What follows belongs to an exercise in optimizing a design on an open flow for small area, a short achievable clock period and few clock cycles; a production flow would make more cautious choices. RTL that was checked went through simulation tests only; none was proved equivalent to the original. The RTL of run 2 was laid out without a check of its function.

## flow/design.v (module list and top-level ports; edited modules follow where they fit)
// module gcn_sequencer: 27 lines
// module gcn_adjacency: 29 lines
// module gcn_aggregate: 331 lines
// module gcn_transform: 30 lines
// module gcn_wreg: 8 lines
// module gcn_mac: 136 lines
// module gcn_fa: 10 lines
// module gcn_ha: 9 lines
// module gcn_argmax: 33 lines
// module gcn_cls: 172 lines
// module gcn_top: 65 lines
module gcn_top (
    input  logic                                      clk,
    input  logic                                      rst_n,
    input  logic                                      start,
    input  logic [6-1:0][3-1:0]    edge_src,
    input  logic [6-1:0][3-1:0]    edge_dst,
    input  logic [6-1:0][5-1:0]    feat_col,
    input  logic [3-1:0][5-1:0]  weight_row,
    output logic                                      feat_re,
    output logic [4-1:0]                    feat_addr,
    output logic [6-1:0][2-1:0]   y,
    output logic                                      done
);
  // ...
==> flow/run.sh <==
#!/bin/bash
# synth_recipe.tcl (not shown) runs the flow's synth.tcl, then flattens the netlist and writes it again
# the make line also repeats each setting of config.mk as NAME=value (left out here)
make -C /OpenROAD-flow-scripts/flow DESIGN_CONFIG=/design/flow/config.mk WORK_HOME=/design/flow/orfs CLKGATE_MAP_FILE= SYNTH_SCRIPT=/design/flow/synth_recipe.tcl finish
==> flow/config.mk <==
export PLATFORM = sky130hd
export DESIGN_NAME = gcn_top
export DESIGN_NICKNAME = gcn_top
export VERILOG_FILES = /design/flow/design.v
export SDC_FILE = /design/flow/constraint.sdc
export NUM_CORES = 4
export LEC_CHECK = 0
export ABC_CLOCK_PERIOD_IN_PS = 2500
export CAP_MARGIN = 20
export CORE_MARGIN = 2
export CORE_UTILIZATION = 40
export CTS_BUF_LIST = sky130_fd_sc_hd__clkbuf_8
export CTS_CLUSTER_DIAMETER = 60
export CTS_CLUSTER_SIZE = 16
export SETUP_SLACK_MARGIN = 4.2
export SLEW_MARGIN = 20
export SYNTH_HIERARCHICAL = 1
==> flow/constraint.sdc <==
create_clock -name core_clock -period 7.5 [get_ports {clk}]
set_input_delay 1.5000 -clock core_clock [delete_from_list [all_inputs] [get_ports {clk}]]
set_output_delay 1.5000 -clock core_clock [all_outputs]
set_load 0.01 [all_outputs]
==> reports/summary.txt, run 1 <==
status - finished clean
Post-Route Setup TNS - 0 ns
GR Util met1 - 26.72%
most frequent cells in the layout - 560 x ha_1, 470 x xnor2_1, 311 x dfxtp_1, 250 x a22oi_1, 239 x fa_1
Crit Path Class - flip-flop to flip-flop
non-clk buf share - 4.274%
global-route wire length before repair - 172400 um
# rows - 119
area grow syn2layout - 10.67%
crit path to - i_xfm.g_node[0].g_cls[2].u_mac.acc[10]$_DFF_P_
total gr overflow - 0
postcts setup bufs - 12
final setup vio count - 0
num sequential - 453
pin slew with the least headroom to its limit - 1.116 ns
routed wl met2 - 50850 um
CTS clock-pin slew for the worst setup and hold paths - 0.10 ns
TritonCTS Buffers - 61
fraction of layout cells with a size suffix above 1 - 18.35%
max reg flops - 216
Ports - 102
gr busiest metal - met2
worst slack, placed - 3.768 ns
Setup crit start - i_agg.agg_sum[5]$_DFF_P_
period utilization - 43.40%
Fillers - 10210
CP Capture Type - flip-flop
multi-input gates - 3546
layout clock buffer count - 64
met2 Use GR - 32.08%
depth of the CTS H-tree - 2
DR top layer - met5
CP bufs+invs - 1
R2R setup slack - 4.25 ns
Synthesized Nets - 5255
Fin. Hold Viols - 0
Hold Path Origin - i_agg.wd_r[7]$_DFF_P_
Most flops, register - i_xfm.g_node.g_cls.u_mac.acc
Testbench counts, summed over its fixed seeds: cycles 8,064.
==> module gcn_transform, before the edit <==
module gcn_transform (
    input  logic                                                      clk,
    input  logic                                                      pre_first,
    input  logic [6-1:0][8-1:0]                     agg_sum,
    input  logic [3-1:1][9-1:0]                    wdiff,
    output logic [6-1:0][3-1:1][18-1:0]   acc,
    output logic [6-1:0][3-1:1][3-1:0]  pend
);
    localparam int WGRP = 2;
    logic [6/WGRP-1:0][3-1:1][9-1:0] wd_q;
    for (genvar g = 0; g < 6 / WGRP; g++) begin : g_wreg
        gcn_wreg u_wreg (
            .clk (clk),
            .d   (wdiff),
            .q   (wd_q[g])
        );
    end
    for (genvar n = 0; n < 6; n++) begin : g_node
        for (genvar c = 1; c < 3; c++) begin : g_cls
            gcn_mac u_mac (
                .clk       (clk),
                .pre_first (pre_first),
                .agg       (agg_sum[n]),
                .wd        (wd_q[n / WGRP][c]),
                .acc       (acc[n][c]),
                .pend      (pend[n][c])
            );
        end
    end
endmodule
==> module gcn_mac, before the edit <==
module gcn_mac (
    input  logic                      clk,
    input  logic                      pre_first,
    input  logic [8-1:0]     agg,
    input  logic [9-1:0]      wd,
    output logic [18-1:0]     acc,
    output logic [3-1:0]    pend
);
    localparam logic [18-1:0] INIT = 18'(90111);
    logic                      first;    
    logic [18-1:0]     acc_in, acc_nxt;
    logic [3-1:0]    pend_in, pend_nxt;
    always_ff @(posedge clk)
        first <= pre_first;
    assign acc_in      = first ? INIT : acc;
    assign pend_in     = first ? '0 : pend;
    assign pend_nxt[0] = 1'b0;
    logic mc_0, mc_1, mc_2, mc_3, mc_4, mc_5, mc_6, mc_7;
    logic mc_8, mc_9, mc_10, mc_11, mc_12, mc_13, mc_14, mc_15;
    logic mc_16, mc_17, mc_18, mc_19, mc_20, mc_21, mc_22, mc_23;
    logic mc_24, mc_25, mc_26, mc_27, mc_28, mc_29, mc_30, mc_31;
    logic mc_32, mc_33, mc_34, mc_35, mc_36, mc_37, mc_38, mc_39;
    logic mc_40, mc_41, mc_42, mc_43, mc_44, mc_45, mc_46, mc_47;
    logic mc_48, mc_49, mc_50, mc_51, mc_52, mc_53, mc_54, mc_55;
    logic mc_56, mc_57, mc_58, mc_59, mc_60, mc_61, mc_62, mc_63;
    logic mc_64, mc_65, mc_66, mc_67, mc_68, mc_69, mc_70, mc_71;
    logic mc_72, mc_73, mc_74, mc_75, mc_76, mc_77, mc_78, mc_79;
    logic mc_80, mc_81, mc_82, mc_83, mc_84, mc_85, mc_86, mc_87;
    logic mc_88, mc_89, mc_90, mc_91, mc_92, mc_93, mc_94, mc_95;
    logic mc_96, mc_97, mc_98, mc_99, mc_100, mc_101, mc_102, mc_103;
    logic mc_104, mc_105, mc_106, mc_107, mc_108, mc_109, mc_110, mc_111;
    logic mc_112, mc_113, mc_114, mc_115, mc_116, mc_117, mc_118, mc_119;
    logic mc_120, mc_121, mc_122, mc_123, mc_124, mc_125, mc_126, mc_127;
    logic mc_128, mc_129, mc_130, mc_131, mc_132, mc_133, mc_134;
    gcn_ha u_mc_0 (.a(acc_in[4]), .b(wd[8]), .s(mc_0), .co(mc_1));
    gcn_ha u_mc_2 (.a(acc_in[5]), .b((((wd[0] & agg[5]) | (wd[1] & agg[4])) ^ wd[2])), .s(mc_2), .co(mc_3));
    gcn_ha u_mc_4 (.a(acc_in[6]), .b((((wd[0] & agg[6]) | (wd[1] & agg[5])) ^ wd[2])), .s(mc_4), .co(mc_5));
    gcn_ha u_mc_6 (.a(acc_in[7]), .b((((wd[0] & agg[7]) | (wd[1] & agg[6])) ^ wd[2])), .s(mc_6), .co(mc_7));
    gcn_ha u_mc_8 (.a(acc_in[8]), .b((((wd[1] & agg[7])) ^ wd[2])), .s(mc_8), .co(mc_9));
    gcn_ha u_mc_10 (.a(acc_in[9]), .b(~wd[2]), .s(mc_10), .co(mc_11));
    gcn_ha u_mc_12 (.a(acc_in[2]), .b(wd[5]), .s(mc_12), .co(mc_13));
    gcn_ha u_mc_14 (.a(acc_in[3]), .b((((wd[0] & agg[3]) | (wd[1] & agg[2])) ^ wd[2])), .s(mc_14), .co(mc_15));
    gcn_fa u_mc_16 (.a((((wd[0] & agg[4]) | (wd[1] & agg[3])) ^ wd[2])), .b((((wd[3] & agg[2]) | (wd[4] & agg[1])) ^ wd[5])), .c((((wd[6] & agg[0])) ^ wd[8])), .s(mc_16), .co(mc_17));
    gcn_fa u_mc_18 (.a((((wd[3] & agg[3]) | (wd[4] & agg[2])) ^ wd[5])), .b((((wd[6] & agg[1]) | (wd[7] & agg[0])) ^ wd[8])), .c(mc_1), .s(mc_18), .co(mc_19));
    gcn_fa u_mc_20 (.a((((wd[3] & agg[4]) | (wd[4] & agg[3])) ^ wd[5])), .b((((wd[6] & agg[2]) | (wd[7] & agg[1])) ^ wd[8])), .c(mc_3), .s(mc_20), .co(mc_21));
    gcn_fa u_mc_22 (.a((((wd[3] & agg[5]) | (wd[4] & agg[4])) ^ wd[5])), .b((((wd[6] & agg[3]) | (wd[7] & agg[2])) ^ wd[8])), .c(mc_5), .s(mc_22), .co(mc_23));
    gcn_fa u_mc_24 (.a((((wd[3] & agg[6]) | (wd[4] & agg[5])) ^ wd[5])), .b((((wd[6] & agg[4]) | (wd[7] & agg[3])) ^ wd[8])), .c(mc_7), .s(mc_24), .co(mc_25));
    gcn_fa u_mc_26 (.a((((wd[3] & agg[7]) | (wd[4] & agg[6])) ^ wd[5])), .b((((wd[6] & agg[5]) | (wd[7] & agg[4])) ^ wd[8])), .c(mc_10), .s(mc_26), .co(mc_27));
    gcn_fa u_mc_28 (.a(acc_in[10]), .b((((wd[4] & agg[7])) ^ wd[5])), .c((((wd[6] & agg[6]) | (wd[7] & agg[5])) ^ wd[8])), .s(mc_28), .co(mc_29));
    gcn_ha u_mc_30 (.a(acc_in[11]), .b(~wd[5]), .s(mc_30), .co(mc_31));
    gcn_ha u_mc_32 (.a((((wd[0] & agg[2]) | (wd[1] & agg[1])) ^ wd[2])), .b((((wd[3] & agg[0])) ^ wd[5])), .s(mc_32), .co(mc_33));
    gcn_fa u_mc_34 (.a((((wd[3] & agg[1]) | (wd[4] & agg[0])) ^ wd[5])), .b(mc_13), .c(mc_14), .s(mc_34), .co(mc_35));
    gcn_fa u_mc_36 (.a(mc_0), .b(mc_15), .c(mc_16), .s(mc_36), .co(mc_37));
    gcn_fa u_mc_38 (.a(mc_2), .b(mc_17), .c(mc_18), .s(mc_38), .co(mc_39));
    gcn_fa u_mc_40 (.a(mc_4), .b(mc_19), .c(mc_20), .s(mc_40), .co(mc_41));
    gcn_fa u_mc_42 (.a(mc_6), .b(mc_21), .c(mc_22), .s(mc_42), .co(mc_43));
    gcn_fa u_mc_44 (.a(mc_8), .b(mc_23), .c(mc_24), .s(mc_44), .co(mc_45));
    gcn_fa u_mc_46 (.a(mc_9), .b(mc_26), .c(mc_25), .s(mc_46), .co(mc_47));
    gcn_fa u_mc_48 (.a(mc_11), .b(mc_28), .c(mc_27), .s(mc_48), .co(mc_49));
    gcn_fa u_mc_50 (.a((((wd[6] & agg[7]) | (wd[7] & agg[6])) ^ wd[8])), .b(mc_30), .c(mc_29), .s(mc_50), .co(mc_51));
    gcn_fa u_mc_52 (.a(acc_in[12]), .b((((wd[7] & agg[7])) ^ wd[8])), .c(mc_31), .s(mc_52), .co(mc_53));
    gcn_ha u_mc_54 (.a(acc_in[13]), .b(~wd[8]), .s(mc_54), .co(mc_55));
    gcn_ha u_mc_56 (.a(acc_in[0]), .b((((wd[0] & agg[0])) ^ wd[2])), .s(mc_56), .co(mc_57));
    gcn_ha u_mc_58 (.a(acc_in[1]), .b((((wd[0] & agg[1]) | (wd[1] & agg[0])) ^ wd[2])), .s(mc_58), .co(mc_59));
    gcn_ha u_mc_60 (.a(mc_32), .b(mc_12), .s(mc_60), .co(mc_61));
    gcn_ha u_mc_62 (.a(mc_33), .b(mc_34), .s(mc_62), .co(mc_63));
    gcn_ha u_mc_64 (.a(mc_35), .b(mc_36), .s(mc_64), .co(mc_65));
    gcn_ha u_mc_66 (.a(mc_37), .b(mc_38), .s(mc_66), .co(mc_67));
    gcn_ha u_mc_85 (.a(mc_39), .b(mc_40), .s(mc_85), .co(mc_86));
    gcn_ha u_mc_87 (.a(mc_41), .b(mc_42), .s(mc_87), .co(mc_88));
    gcn_ha u_mc_89 (.a(mc_43), .b(mc_44), .s(mc_89), .co(mc_90));
    gcn_ha u_mc_91 (.a(mc_45), .b(mc_46), .s(mc_91), .co(mc_92));
    gcn_ha u_mc_93 (.a(mc_47), .b(mc_48), .s(mc_93), .co(mc_94));
    gcn_ha u_mc_95 (.a(mc_49), .b(mc_50), .s(mc_95), .co(mc_96));
    gcn_ha u_mc_114 (.a(mc_51), .b(mc_52), .s(mc_114), .co(mc_115));
    gcn_ha u_mc_116 (.a(mc_53), .b(mc_54), .s(mc_116), .co(mc_117));
    gcn_ha u_mc_118 (.a(mc_55), .b(acc_in[14]), .s(mc_118), .co(mc_119));
    assign mc_68 = mc_57 | (mc_56 & wd[2]);
    assign mc_69 = mc_61 | (mc_60 & mc_59);
    assign mc_70 = mc_60 & mc_58;
    assign mc_71 = mc_65 | (mc_64 & mc_63);
    assign mc_72 = mc_64 & mc_62;
    assign mc_73 = mc_59 | (mc_58 & mc_68);
    assign mc_74 = mc_58 & 1'b0;
    assign mc_75 = mc_69 | (mc_70 & mc_68);
    assign mc_76 = mc_70 & 1'b0;
    assign mc_77 = mc_67 | (mc_66 & mc_71);
    assign mc_78 = mc_66 & mc_72;
    assign mc_79 = mc_63 | (mc_62 & mc_75);
    assign mc_80 = mc_62 & mc_76;
    assign mc_81 = mc_71 | (mc_72 & mc_75);
    assign mc_82 = mc_72 & mc_76;
    assign mc_83 = mc_77 | (mc_78 & mc_75);
    assign mc_84 = mc_78 & mc_76;
    assign acc_nxt[5:0] = {(mc_66 ^ mc_81), (mc_64 ^ mc_79), (mc_62 ^ mc_75), (mc_60 ^ mc_73), (mc_58 ^ mc_68), (mc_56 ^ wd[2])};
    assign pend_nxt[1] = mc_83;
    assign mc_97 = mc_86 | (mc_85 & pend_in[1]);
    assign mc_98 = mc_90 | (mc_89 & mc_88);
    assign mc_99 = mc_89 & mc_87;
    assign mc_100 = mc_94 | (mc_93 & mc_92);
    assign mc_101 = mc_93 & mc_91;
    assign mc_102 = mc_88 | (mc_87 & mc_97);
    assign mc_103 = mc_87 & 1'b0;
    assign mc_104 = mc_98 | (mc_99 & mc_97);
    assign mc_105 = mc_99 & 1'b0;
    assign mc_106 = mc_96 | (mc_95 & mc_100);
    assign mc_107 = mc_95 & mc_101;
    assign mc_108 = mc_92 | (mc_91 & mc_104);
    assign mc_109 = mc_91 & mc_105;
    assign mc_110 = mc_100 | (mc_101 & mc_104);
    assign mc_111 = mc_101 & mc_105;
    assign mc_112 = mc_106 | (mc_107 & mc_104);
    assign mc_113 = mc_107 & mc_105;
    assign acc_nxt[11:6] = {(mc_95 ^ mc_110), (mc_93 ^ mc_108), (mc_91 ^ mc_104), (mc_89 ^ mc_102), (mc_87 ^ mc_97), (mc_85 ^ pend_in[1])};
    assign pend_nxt[2] = mc_112;
    assign mc_120 = mc_115 | (mc_114 & pend_in[2]);
    assign mc_121 = mc_119 | (mc_118 & mc_117);
    assign mc_122 = mc_118 & mc_116;
    assign mc_123 = acc_in[16] & acc_in[15];
    assign mc_124 = mc_117 | (mc_116 & mc_120);
    assign mc_125 = mc_116 & 1'b0;
    assign mc_126 = mc_121 | (mc_122 & mc_120);
    assign mc_127 = mc_122 & 1'b0;
    assign mc_128 = acc_in[17] & mc_123;
    assign mc_129 = acc_in[15] & mc_126;
    assign mc_130 = acc_in[15] & mc_127;
    assign mc_131 = mc_123 & mc_126;
    assign mc_132 = mc_123 & mc_127;
    assign mc_133 = mc_128 & mc_126;
    assign mc_134 = mc_128 & mc_127;
    assign acc_nxt[17:12] = {(acc_in[17] ^ mc_131), (acc_in[16] ^ mc_129), (acc_in[15] ^ mc_126), (mc_118 ^ mc_124), (mc_116 ^ mc_120), (mc_114 ^ pend_in[2])};
    always_ff @(posedge clk) begin
        acc  <= acc_nxt;
        pend <= pend_nxt;
    end
endmodule
==> module gcn_argmax, before the edit <==
module gcn_argmax (
    input  logic                                                      clk,
    input  logic                                                      rst_n,
    input  logic                                                      accept,
    input  logic                                                      last_cyc,
    input  logic [6-1:0][3-1:1][18-1:0]   acc,
    input  logic [6-1:0][3-1:1][3-1:0]  pend,
    output logic [6-1:0][2-1:0]                   y,
    output logic                                                      done
);
    logic [6-1:0][2-1:0] y_nxt;
    for (genvar n = 0; n < 6; n++) begin : g_node
        gcn_cls u_cls (
            .acc1  (acc[n][1]),
            .acc2  (acc[n][2]),
            .pend1 (pend[n][1]),
            .pend2 (pend[n][2]),
            .y     (y_nxt[n])
        );
    end
    always_ff @(posedge clk) begin
        if (last_cyc)
            y <= y_nxt;
    end
    always_ff @(posedge clk or negedge rst_n) begin
        if (!rst_n)
            done <= 1'b0;
        else if (accept)
            done <= 1'b0;
        else if (last_cyc)
            done <= 1'b1;
    end
endmodule
==> module gcn_cls, before the edit <==
module gcn_cls (
    input  logic [18-1:0]   acc1,
    input  logic [18-1:0]   acc2,
    input  logic [3-1:0]  pend1,
    input  logic [3-1:0]  pend2,
    output logic [2-1:0] y
);
    logic [18-1:0] e1, e2;
    logic                  gt10, gt20, gt21;
    logic am_0, am_1, am_2, am_3, am_4, am_5, am_6, am_7;
    logic am_8, am_9, am_10, am_11, am_12, am_13, am_14, am_15;
    logic am_16, am_17, am_18, am_19, am_20, am_21, am_22, am_23;
    logic am_24, am_25, am_26, am_27, am_28, am_29, am_30, am_31;
    logic am_32, am_33, am_34, am_35, am_36, am_37, am_38, am_39;
    logic am_40, am_41, am_42, am_43, am_44, am_45, am_46, am_47;
    logic am_48, am_49, am_50, am_51, am_52, am_53, am_54, am_55;
    logic am_56, am_57, am_58, am_59, am_60, am_61, am_62, am_63;
    logic am_64, am_65, am_66, am_67, am_68, am_69, am_70, am_71;
    logic am_72, am_73, am_74, am_75, am_76, am_77, am_78, am_79;
    logic am_80, am_81, am_82, am_83, am_84, am_85, am_86, am_87;
    logic am_88, am_89, am_90, am_91, am_92, am_93, am_94, am_95;
    logic am_96, am_97, am_98, am_99, am_100, am_101, am_102, am_103;
    logic am_104, am_105, am_106, am_107, am_108, am_109, am_110, am_111;
    logic am_112, am_113, am_114, am_115, am_116, am_117, am_118, am_119;
    logic am_120, am_121, am_122, am_123, am_124, am_125, am_126, am_127;
    logic am_128, am_129, am_130, am_131, am_132, am_133, am_134, am_135;
    logic am_136, am_137, am_138, am_139, am_140, am_141;
    gcn_ha u_am_0 (.a(acc1[6]), .b(pend1[1]), .s(am_0), .co(am_1));
    gcn_ha u_am_2 (.a(acc1[12]), .b(pend1[2]), .s(am_2), .co(am_3));
    gcn_ha u_am_36 (.a(acc2[6]), .b(pend2[1]), .s(am_36), .co(am_37));
    gcn_ha u_am_38 (.a(acc2[12]), .b(pend2[2]), .s(am_38), .co(am_39));
    assign am_4 = acc1[8] & acc1[7];
    assign am_5 = acc1[10] & acc1[9];
    assign am_6 = am_2 & acc1[11];
    assign am_7 = acc1[14] & acc1[13];
    assign am_8 = acc1[16] & acc1[15];
    assign am_9 = acc1[7] & am_1;
    assign am_10 = acc1[7] & 1'b0;
    assign am_11 = am_4 & am_1;
    assign am_12 = am_4 & 1'b0;
    assign am_13 = acc1[11] & am_5;
    assign am_14 = am_6 & am_5;
    assign am_15 = acc1[15] & am_7;
    assign am_16 = am_8 & am_7;
    assign am_17 = acc1[9] & am_11;
    assign am_18 = acc1[9] & am_12;
    assign am_19 = am_5 & am_11;
    assign am_20 = am_5 & am_12;
    assign am_21 = am_13 & am_11;
    assign am_22 = am_13 & am_12;
    assign am_23 = am_3 | (am_14 & am_11);
    assign am_24 = am_14 & am_12;
    assign am_25 = acc1[17] & am_16;
    assign am_26 = acc1[13] & am_23;
    assign am_27 = acc1[13] & am_24;
    assign am_28 = am_7 & am_23;
    assign am_29 = am_7 & am_24;
    assign am_30 = am_15 & am_23;
    assign am_31 = am_15 & am_24;
    assign am_32 = am_16 & am_23;
    assign am_33 = am_16 & am_24;
    assign am_34 = am_25 & am_23;
    assign am_35 = am_25 & am_24;
    assign e1 = {(acc1[17] ^ am_32), (acc1[16] ^ am_30), (acc1[15] ^ am_28), (acc1[14] ^ am_26), (acc1[13] ^ am_23), (am_2 ^ am_21), (acc1[11] ^ am_19), (acc1[10] ^ am_17), (acc1[9] ^ am_11), (acc1[8] ^ am_9), (acc1[7] ^ am_1), am_0, acc1[5], acc1[4], acc1[3], acc1[2], acc1[1], acc1[0]};
    assign am_40 = acc2[8] & acc2[7];
    assign am_41 = acc2[10] & acc2[9];
    assign am_42 = am_38 & acc2[11];
    assign am_43 = acc2[14] & acc2[13];
    assign am_44 = acc2[16] & acc2[15];
    assign am_45 = acc2[7] & am_37;
    assign am_46 = acc2[7] & 1'b0;
    assign am_47 = am_40 & am_37;
    assign am_48 = am_40 & 1'b0;
    assign am_49 = acc2[11] & am_41;
    assign am_50 = am_42 & am_41;
    assign am_51 = acc2[15] & am_43;
    assign am_52 = am_44 & am_43;
    assign am_53 = acc2[9] & am_47;
    assign am_54 = acc2[9] & am_48;
    assign am_55 = am_41 & am_47;
    assign am_56 = am_41 & am_48;
    assign am_57 = am_49 & am_47;
    assign am_58 = am_49 & am_48;
    assign am_59 = am_39 | (am_50 & am_47);
    assign am_60 = am_50 & am_48;
    assign am_61 = acc2[17] & am_52;
    assign am_62 = acc2[13] & am_59;
    assign am_63 = acc2[13] & am_60;
    assign am_64 = am_43 & am_59;
    assign am_65 = am_43 & am_60;
    assign am_66 = am_51 & am_59;
    assign am_67 = am_51 & am_60;
    assign am_68 = am_52 & am_59;
    assign am_69 = am_52 & am_60;
    assign am_70 = am_61 & am_59;
    assign am_71 = am_61 & am_60;
    assign e2 = {(acc2[17] ^ am_68), (acc2[16] ^ am_66), (acc2[15] ^ am_64), (acc2[14] ^ am_62), (acc2[13] ^ am_59), (am_38 ^ am_57), (acc2[11] ^ am_55), (acc2[10] ^ am_53), (acc2[9] ^ am_47), (acc2[8] ^ am_45), (acc2[7] ^ am_37), am_36, acc2[5], acc2[4], acc2[3], acc2[2], acc2[1], acc2[0]};
    assign am_72 = e2[0] & ~e1[0];
    assign am_73 = e2[0] | ~e1[0];
    assign am_74 = e2[1] & ~e1[1];
    assign am_75 = e2[1] | ~e1[1];
    assign am_76 = e2[2] & ~e1[2];
    assign am_77 = e2[2] | ~e1[2];
    assign am_78 = e2[3] & ~e1[3];
    assign am_79 = e2[3] | ~e1[3];
    assign am_80 = e2[4] & ~e1[4];
    assign am_81 = e2[4] | ~e1[4];
    assign am_82 = e2[5] & ~e1[5];
    assign am_83 = e2[5] | ~e1[5];
    assign am_84 = e2[6] & ~e1[6];
    assign am_85 = e2[6] | ~e1[6];
    assign am_86 = e2[7] & ~e1[7];
    assign am_87 = e2[7] | ~e1[7];
    assign am_88 = e2[8] & ~e1[8];
    assign am_89 = e2[8] | ~e1[8];
    assign am_90 = e2[9] & ~e1[9];
    assign am_91 = e2[9] | ~e1[9];
    assign am_92 = e2[10] & ~e1[10];
    assign am_93 = e2[10] | ~e1[10];
    assign am_94 = e2[11] & ~e1[11];
    assign am_95 = e2[11] | ~e1[11];
    assign am_96 = e2[12] & ~e1[12];
    assign am_97 = e2[12] | ~e1[12];
    assign am_98 = e2[13] & ~e1[13];
    assign am_99 = e2[13] | ~e1[13];
    assign am_100 = e2[14] & ~e1[14];
    assign am_101 = e2[14] | ~e1[14];
    assign am_102 = e2[15] & ~e1[15];
    assign am_103 = e2[15] | ~e1[15];
    assign am_104 = e2[16] & ~e1[16];
    assign am_105 = e2[16] | ~e1[16];
    assign am_106 = e2[17] & ~e1[17];
    assign am_107 = e2[17] | ~e1[17];
    assign am_108 = am_74 | (am_75 & am_72);
    assign am_109 = am_75 & am_73;
    assign am_110 = am_78 | (am_79 & am_76);
    assign am_111 = am_79 & am_77;
    assign am_112 = am_82 | (am_83 & am_80);
    assign am_113 = am_83 & am_81;
    assign am_114 = am_86 | (am_87 & am_84);
    assign am_115 = am_87 & am_85;
    assign am_116 = am_90 | (am_91 & am_88);
    assign am_117 = am_91 & am_89;
    assign am_118 = am_94 | (am_95 & am_92);
    assign am_119 = am_95 & am_93;
    assign am_120 = am_98 | (am_99 & am_96);
    assign am_121 = am_99 & am_97;
    assign am_122 = am_102 | (am_103 & am_100);
    assign am_123 = am_103 & am_101;
    assign am_124 = am_106 | (am_107 & am_104);
    assign am_125 = am_107 & am_105;
    assign am_126 = am_110 | (am_111 & am_108);
    assign am_127 = am_111 & am_109;
    assign am_128 = am_114 | (am_115 & am_112);
    assign am_129 = am_115 & am_113;
    assign am_130 = am_118 | (am_119 & am_116);
    assign am_131 = am_119 & am_117;
    assign am_132 = am_122 | (am_123 & am_120);
    assign am_133 = am_123 & am_121;
    assign am_134 = am_128 | (am_129 & am_126);
    assign am_135 = am_129 & am_127;
    assign am_136 = am_132 | (am_133 & am_130);
    assign am_137 = am_133 & am_131;
    assign am_138 = am_136 | (am_137 & am_134);
    assign am_139 = am_137 & am_135;
    assign am_140 = am_124 | (am_125 & am_138);
    assign am_141 = am_125 & am_139;
    assign gt21 = ~(e2[17] ^ ~e1[17] ^ am_140);
    assign gt10 = ~e1[17];
    assign gt20 = ~e2[17];
    assign y    = gt10 ? (gt21 ? 2'd2 : 2'd1) : (gt20 ? 2'd2 : 2'd0);
endmodule
==> module gcn_top, before the edit <==
module gcn_top (
    input  logic                                      clk,
    input  logic                                      rst_n,
    input  logic                                      start,
    input  logic [6-1:0][3-1:0]    edge_src,
    input  logic [6-1:0][3-1:0]    edge_dst,
    input  logic [6-1:0][5-1:0]    feat_col,
    input  logic [3-1:0][5-1:0]  weight_row,
    output logic                                      feat_re,
    output logic [4-1:0]                    feat_addr,
    output logic [6-1:0][2-1:0]   y,
    output logic                                      done
);
    logic                                                     accept;
    logic                                                     pre_first;
    logic                                                     last_cyc;
    logic [6-1:0][6-1:0]                    adj;
    logic [6-1:0][8-1:0]                    agg_sum;
    logic [3-1:1][9-1:0]                   wdiff;
    logic [6-1:0][3-1:1][18-1:0]  acc;
    logic [6-1:0][3-1:1][3-1:0] pend;
    gcn_sequencer i_seq (
        .clk       (clk),
        .rst_n     (rst_n),
        .start     (start),
        .accept    (accept),
        .pre_first (pre_first),
        .last_cyc  (last_cyc),
        .feat_re   (feat_re),
        .feat_addr (feat_addr)
    );
    gcn_adjacency i_adj (
        .clk      (clk),
        .accept   (accept),
        .edge_src (edge_src),
        .edge_dst (edge_dst),
        .adj      (adj)
    );
    gcn_aggregate i_agg (
        .clk        (clk),
        .adj        (adj),
        .feat_col   (feat_col),
        .weight_row (weight_row),
        .agg_sum    (agg_sum),
        .wdiff      (wdiff)
    );
    gcn_transform i_xfm (
        .clk       (clk),
        .pre_first (pre_first),
        .agg_sum   (agg_sum),
        .wdiff     (wdiff),
        .acc       (acc),
        .pend      (pend)
    );
    gcn_argmax i_argmax (
        .clk      (clk),
        .rst_n    (rst_n),
        .accept   (accept),
        .last_cyc (last_cyc),
        .acc      (acc),
        .pend     (pend),
        .y        (y),
        .done     (done)
    );
endmodule
==> inputs of run 2 (changes only) <==
--- a/flow/design.v
+++ b/flow/design.v
@@ -395,7 +395,7 @@
     input  logic [6-1:0][8-1:0]                     agg_sum,
     input  logic [3-1:1][9-1:0]                    wdiff,
     output logic [6-1:0][3-1:1][18-1:0]   acc,
-    output logic [6-1:0][3-1:1][3-1:0]  pend
+    output logic [6-1:0][3-1:1][4-1:0]  pend
 );
     localparam int WGRP = 2;
     logic [6/WGRP-1:0][3-1:1][9-1:0] wd_q;
@@ -433,12 +433,12 @@
     input  logic [8-1:0]     agg,
     input  logic [9-1:0]      wd,
     output logic [18-1:0]     acc,
-    output logic [3-1:0]    pend
+    output logic [4-1:0]    pend
 );
     localparam logic [18-1:0] INIT = 18'(90111);
     logic                      first;    
     logic [18-1:0]     acc_in, acc_nxt;
-    logic [3-1:0]    pend_in, pend_nxt;
+    logic [4-1:0]    pend_in, pend_nxt;
     always_ff @(posedge clk)
         first <= pre_first;
     assign acc_in      = first ? INIT : acc;
@@ -460,7 +460,7 @@
     logic mc_104, mc_105, mc_106, mc_107, mc_108, mc_109, mc_110, mc_111;
     logic mc_112, mc_113, mc_114, mc_115, mc_116, mc_117, mc_118, mc_119;
     logic mc_120, mc_121, mc_122, mc_123, mc_124, mc_125, mc_126, mc_127;
-    logic mc_128, mc_129, mc_130, mc_131, mc_132, mc_133, mc_134;
+    logic mc_128, mc_129, mc_130, mc_131;
     gcn_ha u_mc_0 (.a(acc_in[4]), .b(wd[8]), .s(mc_0), .co(mc_1));
     gcn_ha u_mc_2 (.a(acc_in[5]), .b((((wd[0] & agg[5]) | (wd[1] & agg[4])) ^ wd[2])), .s(mc_2), .co(mc_3));
     gcn_ha u_mc_4 (.a(acc_in[6]), .b((((wd[0] & agg[6]) | (wd[1] & agg[5])) ^ wd[2])), .s(mc_4), .co(mc_5));
@@ -498,12 +498,12 @@
     gcn_ha u_mc_85 (.a(mc_39), .b(mc_40), .s(mc_85), .co(mc_86));
     gcn_ha u_mc_87 (.a(mc_41), .b(mc_42), .s(mc_87), .co(mc_88));
     gcn_ha u_mc_89 (.a(mc_43), .b(mc_44), .s(mc_89), .co(mc_90));
-    gcn_ha u_mc_91 (.a(mc_45), .b(mc_46), .s(mc_91), .co(mc_92));
-    gcn_ha u_mc_93 (.a(mc_47), .b(mc_48), .s(mc_93), .co(mc_94));
-    gcn_ha u_mc_95 (.a(mc_49), .b(mc_50), .s(mc_95), .co(mc_96));
-    gcn_ha u_mc_114 (.a(mc_51), .b(mc_52), .s(mc_114), .co(mc_115));
-    gcn_ha u_mc_116 (.a(mc_53), .b(mc_54), .s(mc_116), .co(mc_117));
-    gcn_ha u_mc_118 (.a(mc_55), .b(acc_in[14]), .s(mc_118), .co(mc_119));
+    gcn_ha u_mc_98 (.a(mc_45), .b(mc_46), .s(mc_98), .co(mc_99));
+    gcn_ha u_mc_100 (.a(mc_47), .b(mc_48), .s(mc_100), .co(mc_101));
+    gcn_ha u_mc_102 (.a(mc_49), .b(mc_50), .s(mc_102), .co(mc_103));
+    gcn_ha u_mc_111 (.a(mc_51), .b(mc_52), .s(mc_111), .co(mc_112));
+    gcn_ha u_mc_113 (.a(mc_53), .b(mc_54), .s(mc_113), .co(mc_114));
+    gcn_ha u_mc_115 (.a(mc_55), .b(acc_in[14]), .s(mc_115), .co(mc_116));
     assign mc_68 = mc_57 | (mc_56 & wd[2]);
     assign mc_69 = mc_61 | (mc_60 & mc_59);
     assign mc_70 = mc_60 & mc_58;
@@ -523,41 +523,40 @@
     assign mc_84 = mc_78 & mc_76;
     assign acc_nxt[5:0] = {(mc_66 ^ mc_81), (mc_64 ^ mc_79), (mc_62 ^ mc_75), (mc_60 ^ mc_73), (mc_58 ^ mc_68), (mc_56 ^ wd[2])};
     assign pend_nxt[1] = mc_83;
-    assign mc_97 = mc_86 | (mc_85 & pend_in[1]);
-    assign mc_98 = mc_90 | (mc_89 & mc_88);
-    assign mc_99 = mc_89 & mc_87;
-    assign mc_100 = mc_94 | (mc_93 & mc_92);
-    assign mc_101 = mc_93 & mc_91;
-    assign mc_102 = mc_88 | (mc_87 & mc_97);
-    assign mc_103 = mc_87 & 1'b0;
-    assign mc_104 = mc_98 | (mc_99 & mc_97);
-    assign mc_105 = mc_99 & 1'b0;
-    assign mc_106 = mc_96 | (mc_95 & mc_100);
-    assign mc_107 = mc_95 & mc_101;
-    assign mc_108 = mc_92 | (mc_91 & mc_104);
-    assign mc_109 = mc_91 & mc_105;
-    assign mc_110 = mc_100 | (mc_101 & mc_104);
-    assign mc_111 = mc_101 & mc_105;
-    assign mc_112 = mc_106 | (mc_107 & mc_104);
-    assign mc_113 = mc_107 & mc_105;
-    assign acc_nxt[11:6] = {(mc_95 ^ mc_110), (mc_93 ^ mc_108), (mc_91 ^ mc_104), (mc_89 ^ mc_102), (mc_87 ^ mc_97), (mc_85 ^ pend_in[1])};
-    assign pend_nxt[2] = mc_112;
-    assign mc_120 = mc_115 | (mc_114 & pend_in[2]);
-    assign mc_121 = mc_119 | (mc_118 & mc_117);
-    assign mc_122 = mc_118 & mc_116;
-    assign mc_123 = acc_in[16] & acc_in[15];
-    assign mc_124 = mc_117 | (mc_116 & mc_120);
-    assign mc_125 = mc_116 & 1'b0;
-    assign mc_126 = mc_121 | (mc_122 & mc_120);
-    assign mc_127 = mc_122 & 1'b0;
-    assign mc_128 = acc_in[17] & mc_123;
-    assign mc_129 = acc_in[15] & mc_126;
-    assign mc_130 = acc_in[15] & mc_127;
-    assign mc_131 = mc_123 & mc_126;
-    assign mc_132 = mc_123 & mc_127;
-    assign mc_133 = mc_128 & mc_126;
-    assign mc_134 = mc_128 & mc_127;
-    assign acc_nxt[17:12] = {(acc_in[17] ^ mc_131), (acc_in[16] ^ mc_129), (acc_in[15] ^ mc_126), (mc_118 ^ mc_124), (mc_116 ^ mc_120), (mc_114 ^ pend_in[2])};
+    assign mc_91 = mc_86 | (mc_85 & pend_in[1]);
+    assign mc_92 = mc_90 | (mc_89 & mc_88);
+    assign mc_93 = mc_89 & mc_87;
+    assign mc_94 = mc_88 | (mc_87 & mc_91);
+    assign mc_95 = mc_87 & 1'b0;
+    assign mc_96 = mc_92 | (mc_93 & mc_91);
+    assign mc_97 = mc_93 & 1'b0;
+    assign acc_nxt[8:6] = {(mc_89 ^ mc_94), (mc_87 ^ mc_91), (mc_85 ^ pend_in[1])};
+    assign pend_nxt[2] = mc_96;
+    assign mc_104 = mc_99 | (mc_98 & pend_in[2]);
+    assign mc_105 = mc_103 | (mc_102 & mc_101);
+    assign mc_106 = mc_102 & mc_100;
+    assign mc_107 = mc_101 | (mc_100 & mc_104);
+    assign mc_108 = mc_100 & 1'b0;
+    assign mc_109 = mc_105 | (mc_106 & mc_104);
+    assign mc_110 = mc_106 & 1'b0;
+    assign acc_nxt[11:9] = {(mc_102 ^ mc_107), (mc_100 ^ mc_104), (mc_98 ^ pend_in[2])};
+    assign pend_nxt[3] = mc_109;
+    assign mc_117 = mc_112 | (mc_111 & pend_in[3]);
+    assign mc_118 = mc_116 | (mc_115 & mc_114);
+    assign mc_119 = mc_115 & mc_113;
+    assign mc_120 = acc_in[16] & acc_in[15];
+    assign mc_121 = mc_114 | (mc_113 & mc_117);
+    assign mc_122 = mc_113 & 1'b0;
+    assign mc_123 = mc_118 | (mc_119 & mc_117);
+    assign mc_124 = mc_119 & 1'b0;
+    assign mc_125 = acc_in[17] & mc_120;
+    assign mc_126 = acc_in[15] & mc_123;
+    assign mc_127 = acc_in[15] & mc_124;
+    assign mc_128 = mc_120 & mc_123;
+    assign mc_129 = mc_120 & mc_124;
+    assign mc_130 = mc_125 & mc_123;
+    assign mc_131 = mc_125 & mc_124;
+    assign acc_nxt[17:12] = {(acc_in[17] ^ mc_128), (acc_in[16] ^ mc_126), (acc_in[15] ^ mc_123), (mc_115 ^ mc_121), (mc_113 ^ mc_117), (mc_111 ^ pend_in[3])};
     always_ff @(posedge clk) begin
         acc  <= acc_nxt;
         pend <= pend_nxt;
@@ -589,7 +588,7 @@
     input  logic                                                      accept,
     input  logic                                                      last_cyc,
     input  logic [6-1:0][3-1:1][18-1:0]   acc,
-    input  logic [6-1:0][3-1:1][3-1:0]  pend,
+    input  logic [6-1:0][3-1:1][4-1:0]  pend,
     output logic [6-1:0][2-1:0]                   y,
     output logic                                                      done
 );
@@ -619,8 +618,8 @@
 module gcn_cls (
     input  logic [18-1:0]   acc1,
     input  logic [18-1:0]   acc2,
-    input  logic [3-1:0]  pend1,
-    input  logic [3-1:0]  pend2,
+    input  logic [4-1:0]  pend1,
+    input  logic [4-1:0]  pend2,
     output logic [2-1:0] y
 );
     logic [18-1:0] e1, e2;
@@ -642,148 +641,157 @@
     logic am_112, am_113, am_114, am_115, am_116, am_117, am_118, am_119;
     logic am_120, am_121, am_122, am_123, am_124, am_125, am_126, am_127;
     logic am_128, am_129, am_130, am_131, am_132, am_133, am_134, am_135;
-    logic am_136, am_137, am_138, am_139, am_140, am_141;
+    logic am_136, am_137, am_138, am_139, am_140, am_141, am_142, am_143;
+    logic am_144, am_145, am_146, am_147, am_148, am_149, am_150, am_151;
     gcn_ha u_am_0 (.a(acc1[6]), .b(pend1[1]), .s(am_0), .co(am_1));
-    gcn_ha u_am_2 (.a(acc1[12]), .b(pend1[2]), .s(am_2), .co(am_3));
-    gcn_ha u_am_36 (.a(acc2[6]), .b(pend2[1]), .s(am_36), .co(am_37));
-    gcn_ha u_am_38 (.a(acc2[12]), .b(pend2[2]), .s(am_38), .co(am_39));
-    assign am_4 = acc1[8] & acc1[7];
-    assign am_5 = acc1[10] & acc1[9];
-    assign am_6 = am_2 & acc1[11];
-    assign am_7 = acc1[14] & acc1[13];
-    assign am_8 = acc1[16] & acc1[15];
-    assign am_9 = acc1[7] & am_1;
-    assign am_10 = acc1[7] & 1'b0;
-    assign am_11 = am_4 & am_1;
-    assign am_12 = am_4 & 1'b0;
-    assign am_13 = acc1[11] & am_5;
-    assign am_14 = am_6 & am_5;
-    assign am_15 = acc1[15] & am_7;
-    assign am_16 = am_8 & am_7;
-    assign am_17 = acc1[9] & am_11;
-    assign am_18 = acc1[9] & am_12;
-    assign am_19 = am_5 & am_11;
-    assign am_20 = am_5 & am_12;
-    assign am_21 = am_13 & am_11;
-    assign am_22 = am_13 & am_12;
-    assign am_23 = am_3 | (am_14 & am_11);
-    assign am_24 = am_14 & am_12;
-    assign am_25 = acc1[17] & am_16;
-    assign am_26 = acc1[13] & am_23;
-    assign am_27 = acc1[13] & am_24;
-    assign am_28 = am_7 & am_23;
-    assign am_29 = am_7 & am_24;
-    assign am_30 = am_15 & am_23;
-    assign am_31 = am_15 & am_24;
-    assign am_32 = am_16 & am_23;
-    assign am_33 = am_16 & am_24;
-    assign am_34 = am_25 & am_23;
-    assign am_35 = am_25 & am_24;
-    assign e1 = {(acc1[17] ^ am_32), (acc1[16] ^ am_30), (acc1[15] ^ am_28), (acc1[14] ^ am_26), (acc1[13] ^ am_23), (am_2 ^ am_21), (acc1[11] ^ am_19), (acc1[10] ^ am_17), (acc1[9] ^ am_11), (acc1[8] ^ am_9), (acc1[7] ^ am_1), am_0, acc1[5], acc1[4], acc1[3], acc1[2], acc1[1], acc1[0]};
-    assign am_40 = acc2[8] & acc2[7];
-    assign am_41 = acc2[10] & acc2[9];
-    assign am_42 = am_38 & acc2[11];
-    assign am_43 = acc2[14] & acc2[13];
-    assign am_44 = acc2[16] & acc2[15];
-    assign am_45 = acc2[7] & am_37;
-    assign am_46 = acc2[7] & 1'b0;
-    assign am_47 = am_40 & am_37;
-    assign am_48 = am_40 & 1'b0;
-    assign am_49 = acc2[11] & am_41;
-    assign am_50 = am_42 & am_41;
-    assign am_51 = acc2[15] & am_43;
-    assign am_52 = am_44 & am_43;
-    assign am_53 = acc2[9] & am_47;
-    assign am_54 = acc2[9] & am_48;
-    assign am_55 = am_41 & am_47;
-    assign am_56 = am_41 & am_48;
-    assign am_57 = am_49 & am_47;
-    assign am_58 = am_49 & am_48;
-    assign am_59 = am_39 | (am_50 & am_47);
-    assign am_60 = am_50 & am_48;
-    assign am_61 = acc2[17] & am_52;
-    assign am_62 = acc2[13] & am_59;
-    assign am_63 = acc2[13] & am_60;
-    assign am_64 = am_43 & am_59;
-    assign am_65 = am_43 & am_60;
-    assign am_66 = am_51 & am_59;
-    assign am_67 = am_51 & am_60;
-    assign am_68 = am_52 & am_59;
-    assign am_69 = am_52 & am_60;
-    assign am_70 = am_61 & am_59;
-    assign am_71 = am_61 & am_60;
-    assign e2 = {(acc2[17] ^ am_68), (acc2[16] ^ am_66), (acc2[15] ^ am_64), (acc2[14] ^ am_62), (acc2[13] ^ am_59), (am_38 ^ am_57), (acc2[11] ^ am_55), (acc2[10] ^ am_53), (acc2[9] ^ am_47), (acc2[8] ^ am_45), (acc2[7] ^ am_37), am_36, acc2[5], acc2[4], acc2[3], acc2[2], acc2[1], acc2[0]};
-    assign am_72 = e2[0] & ~e1[0];
-    assign am_73 = e2[0] | ~e1[0];
-    assign am_74 = e2[1] & ~e1[1];
-    assign am_75 = e2[1] | ~e1[1];
-    assign am_76 = e2[2] & ~e1[2];
-    assign am_77 = e2[2] | ~e1[2];
-    assign am_78 = e2[3] & ~e1[3];
-    assign am_79 = e2[3] | ~e1[3];
-    assign am_80 = e2[4] & ~e1[4];
-    assign am_81 = e2[4] | ~e1[4];
-    assign am_82 = e2[5] & ~e1[5];
-    assign am_83 = e2[5] | ~e1[5];
-    assign am_84 = e2[6] & ~e1[6];
-    assign am_85 = e2[6] | ~e1[6];
-    assign am_86 = e2[7] & ~e1[7];
-    assign am_87 = e2[7] | ~e1[7];
-    assign am_88 = e2[8] & ~e1[8];
-    assign am_89 = e2[8] | ~e1[8];
-    assign am_90 = e2[9] & ~e1[9];
-    assign am_91 = e2[9] | ~e1[9];
-    assign am_92 = e2[10] & ~e1[10];
-    assign am_93 = e2[10] | ~e1[10];
-    assign am_94 = e2[11] & ~e1[11];
-    assign am_95 = e2[11] | ~e1[11];
-    assign am_96 = e2[12] & ~e1[12];
-    assign am_97 = e2[12] | ~e1[12];
-    assign am_98 = e2[13] & ~e1[13];
-    assign am_99 = e2[13] | ~e1[13];
-    assign am_100 = e2[14] & ~e1[14];
-    assign am_101 = e2[14] | ~e1[14];
-    assign am_102 = e2[15] & ~e1[15];
-    assign am_103 = e2[15] | ~e1[15];
-    assign am_104 = e2[16] & ~e1[16];
-    assign am_105 = e2[16] | ~e1[16];
-    assign am_106 = e2[17] & ~e1[17];
-    assign am_107 = e2[17] | ~e1[17];
-    assign am_108 = am_74 | (am_75 & am_72);
-    assign am_109 = am_75 & am_73;
-    assign am_110 = am_78 | (am_79 & am_76);
-    assign am_111 = am_79 & am_77;
-    assign am_112 = am_82 | (am_83 & am_80);
-    assign am_113 = am_83 & am_81;
-    assign am_114 = am_86 | (am_87 & am_84);
-    assign am_115 = am_87 & am_85;
-    assign am_116 = am_90 | (am_91 & am_88);
-    assign am_117 = am_91 & am_89;
-    assign am_118 = am_94 | (am_95 & am_92);
-    assign am_119 = am_95 & am_93;
-    assign am_120 = am_98 | (am_99 & am_96);
-    assign am_121 = am_99 & am_97;
-    assign am_122 = am_102 | (am_103 & am_100);
-    assign am_123 = am_103 & am_101;
-    assign am_124 = am_106 | (am_107 & am_104);
-    assign am_125 = am_107 & am_105;
-    assign am_126 = am_110 | (am_111 & am_108);
-    assign am_127 = am_111 & am_109;
-    assign am_128 = am_114 | (am_115 & am_112);
-    assign am_129 = am_115 & am_113;
-    assign am_130 = am_118 | (am_119 & am_116);
-    assign am_131 = am_119 & am_117;
-    assign am_132 = am_122 | (am_123 & am_120);
-    assign am_133 = am_123 & am_121;
-    assign am_134 = am_128 | (am_129 & am_126);
-    assign am_135 = am_129 & am_127;
-    assign am_136 = am_132 | (am_133 & am_130);
-    assign am_137 = am_133 & am_131;
-    assign am_138 = am_136 | (am_137 & am_134);
-    assign am_139 = am_137 & am_135;
-    assign am_140 = am_124 | (am_125 & am_138);
-    assign am_141 = am_125 & am_139;
-    assign gt21 = ~(e2[17] ^ ~e1[17] ^ am_140);
+    gcn_ha u_am_2 (.a(acc1[9]), .b(pend1[2]), .s(am_2), .co(am_3));
+    gcn_ha u_am_4 (.a(acc1[12]), .b(pend1[3]), .s(am_4), .co(am_5));
+    gcn_ha u_am_41 (.a(acc2[6]), .b(pend2[1]), .s(am_41), .co(am_42));
+    gcn_ha u_am_43 (.a(acc2[9]), .b(pend2[2]), .s(am_43), .co(am_44));
+    gcn_ha u_am_45 (.a(acc2[12]), .b(pend2[3]), .s(am_45), .co(am_46));
+    assign am_6 = acc1[8] & acc1[7];
+    assign am_7 = acc1[10] & am_3;
+    assign am_8 = acc1[10] & am_2;
+    assign am_9 = am_4 & acc1[11];
+    assign am_10 = acc1[14] & acc1[13];
+    assign am_11 = acc1[16] & acc1[15];
+    assign am_12 = acc1[7] & am_1;
+    assign am_13 = acc1[7] & 1'b0;
+    assign am_14 = am_6 & am_1;
+    assign am_15 = am_6 & 1'b0;
+    assign am_16 = acc1[11] & am_7;
+    assign am_17 = acc1[11] & am_8;
+    assign am_18 = am_5 | (am_9 & am_7);
+    assign am_19 = am_9 & am_8;
+    assign am_20 = acc1[15] & am_10;
+    assign am_21 = am_11 & am_10;
+    assign am_22 = am_3 | (am_2 & am_14);
+    assign am_23 = am_2 & am_15;
+    assign am_24 = am_7 | (am_8 & am_14);
+    assign am_25 = am_8 & am_15;
+    assign am_26 = am_16 | (am_17 & am_14);
+    assign am_27 = am_17 & am_15;
+    assign am_28 = am_18 | (am_19 & am_14);
+    assign am_29 = am_19 & am_15;
+    assign am_30 = acc1[17] & am_21;
+    assign am_31 = acc1[13] & am_28;
+    assign am_32 = acc1[13] & am_29;
+    assign am_33 = am_10 & am_28;
+    assign am_34 = am_10 & am_29;
+    assign am_35 = am_20 & am_28;
+    assign am_36 = am_20 & am_29;
+    assign am_37 = am_21 & am_28;
+    assign am_38 = am_21 & am_29;
+    assign am_39 = am_30 & am_28;
+    assign am_40 = am_30 & am_29;
+    assign e1 = {(acc1[17] ^ am_37), (acc1[16] ^ am_35), (acc1[15] ^ am_33), (acc1[14] ^ am_31), (acc1[13] ^ am_28), (am_4 ^ am_26), (acc1[11] ^ am_24), (acc1[10] ^ am_22), (am_2 ^ am_14), (acc1[8] ^ am_12), (acc1[7] ^ am_1), am_0, acc1[5], acc1[4], acc1[3], acc1[2], acc1[1], acc1[0]};
+    assign am_47 = acc2[8] & acc2[7];
+    assign am_48 = acc2[10] & am_44;
+    assign am_49 = acc2[10] & am_43;
+    assign am_50 = am_45 & acc2[11];
+    assign am_51 = acc2[14] & acc2[13];
+    assign am_52 = acc2[16] & acc2[15];
+    assign am_53 = acc2[7] & am_42;
+    assign am_54 = acc2[7] & 1'b0;
+    assign am_55 = am_47 & am_42;
+    assign am_56 = am_47 & 1'b0;
+    assign am_57 = acc2[11] & am_48;
+    assign am_58 = acc2[11] & am_49;
+    assign am_59 = am_46 | (am_50 & am_48);
+    assign am_60 = am_50 & am_49;
+    assign am_61 = acc2[15] & am_51;
+    assign am_62 = am_52 & am_51;
+    assign am_63 = am_44 | (am_43 & am_55);
+    assign am_64 = am_43 & am_56;
+    assign am_65 = am_48 | (am_49 & am_55);
+    assign am_66 = am_49 & am_56;
+    assign am_67 = am_57 | (am_58 & am_55);
+    assign am_68 = am_58 & am_56;
+    assign am_69 = am_59 | (am_60 & am_55);
+    assign am_70 = am_60 & am_56;
+    assign am_71 = acc2[17] & am_62;
+    assign am_72 = acc2[13] & am_69;
+    assign am_73 = acc2[13] & am_70;
+    assign am_74 = am_51 & am_69;
+    assign am_75 = am_51 & am_70;
+    assign am_76 = am_61 & am_69;
+    assign am_77 = am_61 & am_70;
+    assign am_78 = am_62 & am_69;
+    assign am_79 = am_62 & am_70;
+    assign am_80 = am_71 & am_69;
+    assign am_81 = am_71 & am_70;
+    assign e2 = {(acc2[17] ^ am_78), (acc2[16] ^ am_76), (acc2[15] ^ am_74), (acc2[14] ^ am_72), (acc2[13] ^ am_69), (am_45 ^ am_67), (acc2[11] ^ am_65), (acc2[10] ^ am_63), (am_43 ^ am_55), (acc2[8] ^ am_53), (acc2[7] ^ am_42), am_41, acc2[5], acc2[4], acc2[3], acc2[2], acc2[1], acc2[0]};
+    assign am_82 = e2[0] & ~e1[0];
+    assign am_83 = e2[0] | ~e1[0];
+    assign am_84 = e2[1] & ~e1[1];
+    assign am_85 = e2[1] | ~e1[1];
+    assign am_86 = e2[2] & ~e1[2];
+    assign am_87 = e2[2] | ~e1[2];
+    assign am_88 = e2[3] & ~e1[3];
+    assign am_89 = e2[3] | ~e1[3];
+    assign am_90 = e2[4] & ~e1[4];
+    assign am_91 = e2[4] | ~e1[4];
+    assign am_92 = e2[5] & ~e1[5];
+    assign am_93 = e2[5] | ~e1[5];
+    assign am_94 = e2[6] & ~e1[6];
+    assign am_95 = e2[6] | ~e1[6];
+    assign am_96 = e2[7] & ~e1[7];
+    assign am_97 = e2[7] | ~e1[7];
+    assign am_98 = e2[8] & ~e1[8];
+    assign am_99 = e2[8] | ~e1[8];
+    assign am_100 = e2[9] & ~e1[9];
+    assign am_101 = e2[9] | ~e1[9];
+    assign am_102 = e2[10] & ~e1[10];
+    assign am_103 = e2[10] | ~e1[10];
+    assign am_104 = e2[11] & ~e1[11];
+    assign am_105 = e2[11] | ~e1[11];
+    assign am_106 = e2[12] & ~e1[12];
+    assign am_107 = e2[12] | ~e1[12];
+    assign am_108 = e2[13] & ~e1[13];
+    assign am_109 = e2[13] | ~e1[13];
+    assign am_110 = e2[14] & ~e1[14];
+    assign am_111 = e2[14] | ~e1[14];
+    assign am_112 = e2[15] & ~e1[15];
+    assign am_113 = e2[15] | ~e1[15];
+    assign am_114 = e2[16] & ~e1[16];
+    assign am_115 = e2[16] | ~e1[16];
+    assign am_116 = e2[17] & ~e1[17];
+    assign am_117 = e2[17] | ~e1[17];
+    assign am_118 = am_84 | (am_85 & am_82);
+    assign am_119 = am_85 & am_83;
+    assign am_120 = am_88 | (am_89 & am_86);
+    assign am_121 = am_89 & am_87;
+    assign am_122 = am_92 | (am_93 & am_90);
+    assign am_123 = am_93 & am_91;
+    assign am_124 = am_96 | (am_97 & am_94);
+    assign am_125 = am_97 & am_95;
+    assign am_126 = am_100 | (am_101 & am_98);
+    assign am_127 = am_101 & am_99;
+    assign am_128 = am_104 | (am_105 & am_102);
+    assign am_129 = am_105 & am_103;
+    assign am_130 = am_108 | (am_109 & am_106);
+    assign am_131 = am_109 & am_107;
+    assign am_132 = am_112 | (am_113 & am_110);
+    assign am_133 = am_113 & am_111;
+    assign am_134 = am_116 | (am_117 & am_114);
+    assign am_135 = am_117 & am_115;
+    assign am_136 = am_120 | (am_121 & am_118);
+    assign am_137 = am_121 & am_119;
+    assign am_138 = am_124 | (am_125 & am_122);
+    assign am_139 = am_125 & am_123;
+    assign am_140 = am_128 | (am_129 & am_126);
+    assign am_141 = am_129 & am_127;
+    assign am_142 = am_132 | (am_133 & am_130);
+    assign am_143 = am_133 & am_131;
+    assign am_144 = am_138 | (am_139 & am_136);
+    assign am_145 = am_139 & am_137;
+    assign am_146 = am_142 | (am_143 & am_140);
+    assign am_147 = am_143 & am_141;
+    assign am_148 = am_146 | (am_147 & am_144);
+    assign am_149 = am_147 & am_145;
+    assign am_150 = am_134 | (am_135 & am_148);
+    assign am_151 = am_135 & am_149;
+    assign gt21 = ~(e2[17] ^ ~e1[17] ^ am_150);
     assign gt10 = ~e1[17];
     assign gt20 = ~e2[17];
     assign y    = gt10 ? (gt21 ? 2'd2 : 2'd1) : (gt20 ? 2'd2 : 2'd0);
@@ -809,7 +817,7 @@
     logic [6-1:0][8-1:0]                    agg_sum;
     logic [3-1:1][9-1:0]                   wdiff;
     logic [6-1:0][3-1:1][18-1:0]  acc;
-    logic [6-1:0][3-1:1][3-1:0] pend;
+    logic [6-1:0][3-1:1][4-1:0] pend;
     gcn_sequencer i_seq (
         .clk       (clk),
         .rst_n     (rst_n),
==> flow/config.mk (replaced) <==
export PLATFORM = sky130hd
export DESIGN_NAME = gcn_top
export DESIGN_NICKNAME = gcn_top
export VERILOG_FILES = /design/flow/design.v
export SDC_FILE = /design/flow/constraint.sdc
export NUM_CORES = 4
export LEC_CHECK = 0
export ABC_CLOCK_PERIOD_IN_PS = 3000
export CAP_MARGIN = 20
export CORE_MARGIN = 2
export CORE_UTILIZATION = 40
export CTS_BUF_LIST = sky130_fd_sc_hd__clkbuf_8
export CTS_CLUSTER_DIAMETER = 60
export CTS_CLUSTER_SIZE = 16
export SETUP_SLACK_MARGIN = 4.3
export SLEW_MARGIN = 20
export SYNTH_HIERARCHICAL = 1
==> run 2 against run 1 <==
Still clean. Worst setup slack gained 0.067 ns. Flip-flop and latch count grew 12. Clock skew shrank 0.011 ns. Count of clock-buffer cells in the layout grew 10. Core utilization grew 1.3 points. First-iteration DRC count shrank 6.3%. Register-to-register slack gained 0.07 ns. Largest cell class unchanged.
==> reports/summary.txt, run 2 <==
status - finished clean (unchanged)
violation count after the first detailed-route iteration - 2118 (was 2261)
depth of the CTS H-tree - 3 (was 2)
most common cell after layout, fill and taps aside - ha_1 (unchanged)
Post-Route Setup TNS - 0 ns (unchanged)
CP top delay family - compound AO/OA/AOI/OAI gates (was adder cells)
Most flops, register - i_xfm.g_node.g_cls.u_mac.acc (unchanged)
clk latency of the worst-skew pair - 0.74 ns (was 0.80 ns)
Post-Route Utilization - 45.91% (was 44.65%)
Synth Area per Inst - 9.975 um^2 (was 9.769 um^2)
Worst path max stage delay - 0.41 ns (was 0.45 ns)
IO buf count - 100 (unchanged)
clock skew - 0.05427 ns (was 0.06556 ns)
clk buf depth - 3 (unchanged)
TritonCTS Buffers - 69 (was 61)
final setup vio count - 0 (unchanged)
vias per std cell - 5.483 (was 5.560)
WP data arrival - 3.65 ns (was 3.94 ns)
Final ANT Viol Nets - 0 (unchanged)
CP Capture Type - flip-flop (unchanged)
synthesized instance count - 4306 (was 4354)
Die Width - 331.7 um (was 330.1 um)
Rel. slew slack - 31.57% (was 24.79%)
largest net degree at the start of global routing - 23 (unchanged)
Tmin final - 3.188 ns (was 3.255 ns)
fraction of layout cells with a size suffix above 1 - 23.62% (was 18.35%)
max_cap viols - 0 (unchanged)
max reg flops - 216 (unchanged)
Ports - 102 (unchanged)
pin slew with the least headroom to its limit - 1.027 ns (was 1.116 ns)
die area - 0.1100 mm^2 (was 0.1090 mm^2)
overall routing resource usage - 19.73% (was 19.82%)
biggest regs - i_xfm.g_node.g_cls.u_mac.acc (216), i_xfm.g_wreg.u_wreg.q (54), i_agg.agg_sum (48) (unchanged)
Synth Warn # - 12 (unchanged)
CP cell instances - ha_4 -> a41o_1 -> a41o_1 -> ha_2 -> xor2_2 -> nor2_2 -> a2111o_1 -> o311ai_2 -> maj3_2 -> o41ai_4 -> a211oi_2 -> a21o_1 (was buf_12 -> a22oi_2 -> xnor2_1 -> ha_2 -> fa_1 -> fa_1 -> ha_1 -> ha_2 -> o211ai_1 -> nand2_1 -> ha_2 -> nor2_2 -> xnor2_1)
initial core utilization - 40.24% (was 40.35%)
area grow syn2layout - 14.09% (was 10.67%)
crit-path max FO - 4 (was 7)
Crit path top cell by count - a41o_1 (was ha_2)
CTS tree - yes (unchanged)
routed via count - 32340 (was 32550)
die span in y - 331.7 um (was 330.1 um)
Nets - 5355 (was 5308)
total gr overflow - 0 (unchanged)
Post-Syn Area - 0.04295 mm^2 (was 0.04253 mm^2)
worst slack, placed - 3.761 ns (was 3.768 ns)
R2R setup slack - 4.31 ns (was 4.25 ns)
period utilization - 42.51% (was 43.40%)
# hold bufs at CTS - 0 (unchanged)
root buf cell - clkbuf_8 (unchanged)
Startpoint Class - flip-flop (unchanged)
number of global-route vias before repair - 31690 (was 31350)
Critical-path top delay cell - o41ai_4 (was fa_1)
RePlAce Congestion - 0.9949 (was 0.9491)
CTS clock-pin slew for the worst setup and hold paths - 0.10 ns (about the same)
initial antenna violation count - 8 (was 11)
core area - 0.1068 mm^2 (was 0.1054 mm^2)
Avg WL per Cell - 19.24 um (was 19.03 um)
Max Clk Rate - 313.7 MHz (was 307.2 MHz)
worst hold slack - 0.4533 ns (was 0.4364 ns)
CP bufs+invs - 0 (was 1)
RSZ-0062 raised after global routing - yes (unchanged)
most frequent cells in the layout - 555 x ha_1, 460 x xnor2_1, 310 x dfxtp_1, 229 x a22oi_1, 214 x fa_1 (was 560 x ha_1, 470 x xnor2_1, 311 x dfxtp_1, 250 x a22oi_1, 239 x fa_1)
dpl hpwl - 80850 um (was 83620 um)
CTS sink cnt - 465 (was 453)
Synthesized Nets - 5225 (was 5255)
# rows - 120 (was 119)
global-route wire length before repair - 175100 um (was 172400 um)
router iterations before antenna repair - 7 (was 16)
Worst EP required - 7.96 ns (was 8.18 ns)
DRC - 0 (unchanged)
Worst Hold Class - flip-flop to flip-flop (unchanged)
final worst slack - 4.312 ns (was 4.245 ns)
Final Max Slew Viols - 0 (unchanged)
Post-Route WL - 113500 um (was 111400 um)
Fin. Hold Viols - 0 (unchanged)
Crit Path Class - flip-flop to flip-flop (unchanged)
==> run 2: final cells by class <==
type / instances / area, um^2
fill: 10000 / 57750
multi-input combinational: 3456 / 32420
sequential: 465 / 10050
timing repair buffer: 278 / 2550
tap: 1403 / 1755
clock buffer: 74 / 1018
inverter: 166 / 623.1
clock inverter: 53 / 584.3
antenna: 3 / 7.507
==> run 2: through the flow <==
step	area (um^2)	cells
5_1_grt	49000	5896
2_1_floorplan	42950	4306
3_5_place_dp	44620	5610
6_report	49010	5898
4_1_cts	47040	5781
3_3_place_gp	44620	5610
==> run 2: final timing paths <==
check,from,endpoint,cells after the start
min,i_agg.wd_r[0]$_DFF_P_,i_xfm.g_wreg[0].u_wreg.q[0]$_DFF_P_,0
min reg2reg,i_agg.wd_r[0]$_DFF_P_,i_xfm.g_wreg[0].u_wreg.q[0]$_DFF_P_,0
max in group asynchronous,rst_n,i_seq.cnt[3]$_DFFE_PN0P_,1
max,i_xfm.g_node[1].g_cls[2].u_mac.pend[2]$_DFF_P_,i_argmax.y[2]$_DFFE_PP_,12
max reg2reg,i_xfm.g_node[1].g_cls[2].u_mac.pend[2]$_DFF_P_,i_argmax.y[2]$_DFFE_PP_,12
min in group asynchronous,rst_n,i_seq.cnt[4]$_DFFE_PN0P_,1
==> run 2: per-layer routing <==
metal,global-route usage [%],part of all wire (%),vias up
met5,0,0.023,-
met4,7.976,3.6,4
met3,2.633,5.7,213
met2,31.23,45,886
met1,27.11,46,15600
li1,-,-,15640
==> run 2: repair_timing <==
action                     4_1_cts  5_1_grt
resized for setup              198      253
pin swaps                       31      101
hold endpoints to repair         0        0
cloned                           0        4
buffers inserted                44      110
setup endpoints to repair      156       66

-- static timing again, ports no longer ideal --
No port has a modelled driver above. Below, the same layouts with a new extraction and two added sets of constraints.
Step 1: set_driving_cell puts a clkbuf_16 on clk and a buf_2 on each other input, an assumption about the parent block.
Step 2 times the ports against the registers' clock, not the clock port: input delays grow and output delays shrink by t, the midpoint of the rising clock arrivals with the driver on.
Three values: no drivers, after step 1, after step 2; two values: the first two.
run	shift t [ns]	setup slack, ns	worst setup path at the end
run 1	0.826	4.245 / 4.243 / 3.833	input to register
run 2	0.777	4.312 / 4.312 / 3.697	input to register
After both steps every run listed still meets setup and hold. For run 2, which loses most, drivers alone change the setup slack by 0.000 ns; drivers and shift together by -0.615 ns.
